This design comes from an exercise in tuning for small area and a short achievable clock period on the open sky130 flow, not from production work.
Only simulation tests tie the RTL to the original design; equivalence was not proved.
The clock port is modelled as an ideal driver; clocking choices that lean on that would not hold on a real chip.
Power is estimated from default activity; no workload was simulated.

==> flow/design.v <==
module ibuffer_pack #(
  parameter int DATA_WIDTH = 64,
  parameter int BEATS      = 2,
  parameter int DEPTH      = 16,
  parameter int DEST_WIDTH = 4,
  localparam int BEAT_W    = DATA_WIDTH + 7,
  localparam int WORD_W    = BEATS * BEAT_W
) (
  input  logic                  clk,
  input  logic                  reset,
  input  logic                  i_valid,
  input  logic                  i_sop,
  input  logic                  i_eop,
  input  logic                  i_error,
  input  logic [2:0]            i_empty,
  input  logic [DATA_WIDTH-1:0] i_data,
  output logic                  o_ready,
  output logic                  o_valid,
  output logic [WORD_W-1:0]     o_data,
  output logic [DEST_WIDTH-1:0] o_dest,
  input  logic                  i_ready,
  output logic                  o_sop_err
);
  localparam int UW = BEAT_W - 1;    
  localparam int LW = BEAT_W - 2;    
  localparam int EOP = UW - 2;       
  localparam int RD = DEPTH - 1;     
  logic [DEPTH-1:0] occ_q, occ_d;
  logic             full_q, rdy_q;
  logic             slot_q, sop_err_q;
  logic [RD-1:0]    wen_q, wen_d, rptr_q;
  logic [RD-1:0][UW-1:0] ram_up_q;
  logic [RD-1:0][LW-1:0] ram_lo_q;
  logic [UW-1:0]         hd_up_q;
  logic [LW-1:0]         hd_lo_q;
  logic                  hd_lv_q, hd_lv_d;
  logic [UW-1:0] beat_up, rd_up, hd_up_d;
  logic [LW-1:0] beat_lo, rd_lo, hd_lo_d;
  logic          valid, two;
  logic          accept, sec, push, pop, to_head, ram_push, ram_pop, hd_en, up_wr;
  assign rdy_q     = !full_q;
  assign valid     = occ_q[0];
  assign two       = occ_q[1];
  assign o_ready   = rdy_q;
  assign o_valid   = valid;
  assign o_data    = {1'b1, hd_up_q, hd_lv_q, 1'b0, hd_lo_q};
  assign o_dest    = o_data[WORD_W-8 -: DEST_WIDTH];
  assign o_sop_err = sop_err_q;
  assign beat_up  = {i_sop, i_eop, i_empty, i_error, i_data};
  assign sec      = slot_q && !i_sop;
  assign beat_lo  = sec ? {i_eop, i_empty, i_error, i_data} : '0;
  assign accept   = i_valid && rdy_q;
  assign push     = accept && (i_eop || sec);
  assign pop      = valid && i_ready;
  assign to_head  = push && (!valid || (!two && pop));
  assign ram_push = push && !to_head;
  assign ram_pop  = pop && two;
  assign hd_en    = ram_pop || to_head;
  assign up_wr    = !slot_q || (i_valid && i_sop);
  always_comb begin
    rd_up = '0;
    rd_lo = '0;
    for (int i = 0; i < RD; i++) begin
      rd_up = rd_up | (ram_up_q[i] & {UW{rptr_q[i]}});
      rd_lo = rd_lo | (ram_lo_q[i] & {LW{rptr_q[i]}});
    end
    hd_up_d = (two || sec) ? rd_up : beat_up;
    hd_lo_d = two ? rd_lo : beat_lo;
    hd_lv_d = two ? !rd_up[EOP] : sec;
  end
  always_comb begin
    occ_d = occ_q;
    if (push && !pop)      occ_d = {occ_q[DEPTH-2:0], 1'b1};
    else if (pop && !push) occ_d = {1'b0, occ_q[DEPTH-1:1]};
    if (occ_d[DEPTH-1])  wen_d = '0;
    else if (full_q)     wen_d = rptr_q;
    else if (ram_push)   wen_d = {wen_q[RD-2:0], wen_q[RD-1]};
    else                 wen_d = wen_q;
  end
  always_ff @(posedge clk or posedge reset) begin
    if (reset) begin
      occ_q     <= '0;
      full_q    <= 1'b0;
      slot_q    <= 1'b0;
      sop_err_q <= 1'b0;
      wen_q     <= RD'(1);
      rptr_q    <= RD'(1);
    end else begin
      occ_q     <= occ_d;
      full_q    <= occ_d[DEPTH-1];
      sop_err_q <= accept && i_sop && slot_q;
      if (accept) slot_q <= !push;
      wen_q     <= wen_d;
      if (ram_pop)  rptr_q <= {rptr_q[RD-2:0], rptr_q[RD-1]};
    end
  end
  always_ff @(posedge clk) begin
    for (int i = 0; i < RD; i++) begin
      if (wen_q[i]) begin
        if (up_wr) ram_up_q[i] <= beat_up;
        ram_lo_q[i] <= beat_lo;
      end
    end
    if (hd_en) begin
      hd_up_q <= hd_up_d;
      hd_lo_q <= hd_lo_d;
      hd_lv_q <= hd_lv_d;
    end
  end
endmodule
export LEC_CHECK = 0
export CAP_MARGIN = 20
export CORE_MARGIN = 2
export CORE_UTILIZATION = 60
export CTS_CLUSTER_DIAMETER = 90
export CTS_CLUSTER_SIZE = 28
export PLACE_DENSITY = 0.7
export SETUP_SLACK_MARGIN = 3.3
export SLEW_MARGIN = 20
export POST_GLOBAL_PLACE_TCL = /design/flow/flow/post_gpl.tcl
export POST_CTS_TCL = /design/flow/flow/post_cts.tcl
export BUFFER_PORTS_ARGS = -buffer_cell sky130_fd_sc_hd__buf_4
create_clock -name core_clock -period 5.5 [get_ports {clk}]
standard.sh (not shown) runs the stock make flow with config.mk's settings and CLKGATE_MAP_FILE= SYNTH_SCRIPT=/design/flow/synth_recipe.tcl, a recipe that flattens the netlist after the stock synthesis.
==> flow/flow/run.sh <==
#!/bin/bash
# Standard ORFS layout, with three changes:
#  * port buffers are sky130_fd_sc_hd__buf_4 (buffer_ports -buffer_cell) instead of the
#    default choice (a slow delay buffer);
#  * after global placement, flow/post_gpl.tcl moves each output port's buffer next to the
#    register that drives it;
#  * after CTS, flow/post_cts.tcl rebuilds the top of the clock tree (see clk_eco.tcl).
# Each tool's output goes to the ORFS logs under orfs/logs; make's own output to run_make.log.
set -euo pipefail
W=$(pwd)
cat >> "$W/config.mk" <<EOT
export POST_GLOBAL_PLACE_TCL = $W/flow/post_gpl.tcl
export POST_CTS_TCL = $W/flow/post_cts.tcl
export BUFFER_PORTS_ARGS = -buffer_cell sky130_fd_sc_hd__buf_4
EOT
bash standard.sh finish > "$W/run_make.log" 2>&1
Other scripts of this flow, unchanged in this note and not shown: flow/flow/clk_eco.tcl, flow/flow/post_cts.tcl, flow/flow/post_gpl.tcl
The baseline produced a clean layout.
Edit:
- SETUP_SLACK_MARGIN: 3.3 -> 3.2
Outcome: The changed run completed without violations. Hold slack is about the same. Power shrinks by 0.97%. Combinational power decreases by 7.5%. Clock skew fell by 8.4 ps. Area after synthesis stays the same. Clock power barely changes. Wire length decreases by 2.1%. Global-route usage falls by 1.0 points. Die area does not change.

* * *

== run 1 ==
Another version of the RTL of ibuffer_pack (not shown whole).
For scale: ~4,400 cells after synthesis, roughly 2,300 flip-flops, ~220 I/O pins.
Settings: LEC_CHECK=0, CAP_MARGIN=20, CORE_MARGIN=2, CORE_UTILIZATION=66, CTS_CLUSTER_DIAMETER=90, CTS_CLUSTER_SIZE=28, PLACE_DENSITY=0.75, SETUP_SLACK_MARGIN=3.3, SLEW_MARGIN=20, POST_GLOBAL_PLACE_TCL=/design/flow/flow/post_gpl.tcl, POST_CTS_TCL=/design/flow/flow/post_cts.tcl, BUFFER_PORTS_ARGS=-buffer_cell sky130_fd_sc_hd__buf_4; clock period 5.5 ns.
==> flow/flow/post_cts.tcl <==
# Runs at the end of ORFS's CTS step (POST_CTS_TCL): replace the top of the clock tree by
# four port-driven quadrant buffers, then repair setup and hold again around the new tree.
source [file join [file dirname [info script]] clk_eco.tcl]
set_propagated_clock [all_clocks]
estimate_parasitics -placement
detailed_placement
estimate_parasitics -placement
report_clock_latency
repair_timing_helper
detailed_placement
check_placement -verbose
estimate_parasitics -placement
report_clock_latency
report_worst_slack
==> flow/flow/post_gpl.tcl <==
# Runs at the end of ORFS's global placement (POST_GLOBAL_PLACE_TCL): put each output port's
# buffer next to the cell that drives it, so that the register driving an output sees a short
# wire and the (stronger) port buffer drives the long wire to the pin. Detailed placement
# legalizes the moved buffers afterwards.
set blk [ord::get_db_block]
set moved 0
foreach bt [$blk getBTerms] {
  if {[$bt getIoType] ne "OUTPUT"} continue
  set net [$bt getNet]
  set buf ""
  foreach it [$net getITerms] { if {[$it isOutputSignal]} { set buf [$it getInst] } }
  if {$buf eq ""} continue
  set in [$buf findITerm A]
  if {$in eq "NULL"} continue
  set drv ""
  foreach it [[$in getNet] getITerms] { if {[$it isOutputSignal]} { set drv [$it getInst] } }
  if {$drv eq ""} continue
  set loc [$drv getLocation]
  $buf setLocation [lindex $loc 0] [lindex $loc 1]
  incr moved
}
puts "post_gpl: moved $moved output buffers next to their drivers"
Scripts as last shown in full above: flow/flow/run.sh
Other scripts of this flow, unchanged in this note and not shown: flow/flow/clk_eco.tcl
The inputs of run 2 differ from those of run 1 as listed below.
- PLACE_DENSITY now 0.7, was 0.75
- CORE_UTILIZATION now 60, was 66
diff --git a/flow/flow/run.sh b/flow/flow/run.sh
--- a/flow/flow/run.sh
+++ b/flow/flow/run.sh
@@ -5,3 +5,3 @@
 #  * after global placement, flow/post_gpl.tcl moves each output port's buffer next to the
-#    register that drives it;
+#    register that drives it, then places the pins again;
 #  * after CTS, flow/post_cts.tcl rebuilds the top of the clock tree (see clk_eco.tcl).
diff --git a/flow/flow/post_cts.tcl b/flow/flow/post_cts.tcl
--- a/flow/flow/post_cts.tcl
+++ b/flow/flow/post_cts.tcl
@@ -9,2 +9,6 @@
 repair_timing_helper
+# A fresh call of repair_timing gets further than the first one stopped, so call it again.
+repair_timing_helper -setup
+repair_timing_helper -setup
+repair_timing_helper -hold
 detailed_placement
diff --git a/flow/flow/post_gpl.tcl b/flow/flow/post_gpl.tcl
--- a/flow/flow/post_gpl.tcl
+++ b/flow/flow/post_gpl.tcl
@@ -22 +22,8 @@
 puts "post_gpl: moved $moved output buffers next to their drivers"
+
+# Place the pins again, now that the cells (and the moved port buffers) have their places, so
+# each pin sits near the cell it connects to. Same layers as ORFS's own pin placement step.
+set hl met3; set vl met2
+if {[info exists ::env(IO_PLACER_H)]} { set hl $::env(IO_PLACER_H) }
+if {[info exists ::env(IO_PLACER_V)]} { set vl $::env(IO_PLACER_V) }
+place_pins -hor_layers $hl -ver_layers $vl
## What came out
[run 2] total cell area at the placement stage rose 0.30% relative to run 1. Diff run 2 and run 1: power higher in run 2. Compared with run 1, run 2 shows a higher combinational power.
For run 3, these inputs were changed with respect to run 2:
diff --git a/flow/flow/post_cts.tcl b/flow/flow/post_cts.tcl
--- a/flow/flow/post_cts.tcl
+++ b/flow/flow/post_cts.tcl
@@ -9,6 +9,2 @@
 repair_timing_helper
-# A fresh call of repair_timing gets further than the first one stopped, so call it again.
-repair_timing_helper -setup
-repair_timing_helper -setup
-repair_timing_helper -hold
 detailed_placement
--- outcome ---
Design area across run 2 and run 3: no real change.
In the metrics for run 2 and run 3, the one carrying the higher final period demand of the worst path is run 3.
Going from run 2 to run 3, the final worst-path cycle share was found to have gone up by 0.16 points.
Final cell count without fillers of run 2 is on par with run 3.
Taking run 2 as the reference, in run 3 count of state elements after synthesis neither gained nor lost much, fraction of area in registers neither gained nor lost much.
The power drawn by the clock network on run 2 is in line with that on run 3.
Comparing run 2 with run 3, the fill cell instance count of the final layout came out essentially unchanged.
Area added between synthesis and finish delta (run 2 -> run 3): insignificant

static timing again, ports no longer ideal:
The flow's constraints put no driver on any port. The routed layouts listed below were extracted and timed again, unchanged, in two steps. Step 1 sets driving cells, clkbuf_16 on the clock port and buf_2 on the other inputs (assumed; they add their load-dependent delay and slew). Step 2 times the ports against the registers' clock, not the clock port: input delays grow and output delays shrink by t, the midpoint of the rising clock arrivals with the driver on. Three values: no drivers, after step 1, after step 2; two values: the first two.
run	shift t [ns]	slack for setup (ns)	latest minus earliest clock arrival (ns)
the first run of note 1	0.735	3.167 / 2.988 / 2.654	0.056 / 0.056
the second run of note 1	0.736	3.156 / 2.976 / 2.634	0.047 / 0.047
run 1	0.727	3.184 / 3.030 / 2.572	0.044 / 0.044
run 2	0.724	3.198 / 3.033 / 2.560	0.046 / 0.046
run 3	0.724	3.189 / 3.029 / 2.551	0.047 / 0.047
After both steps setup and hold are still met in every run listed.
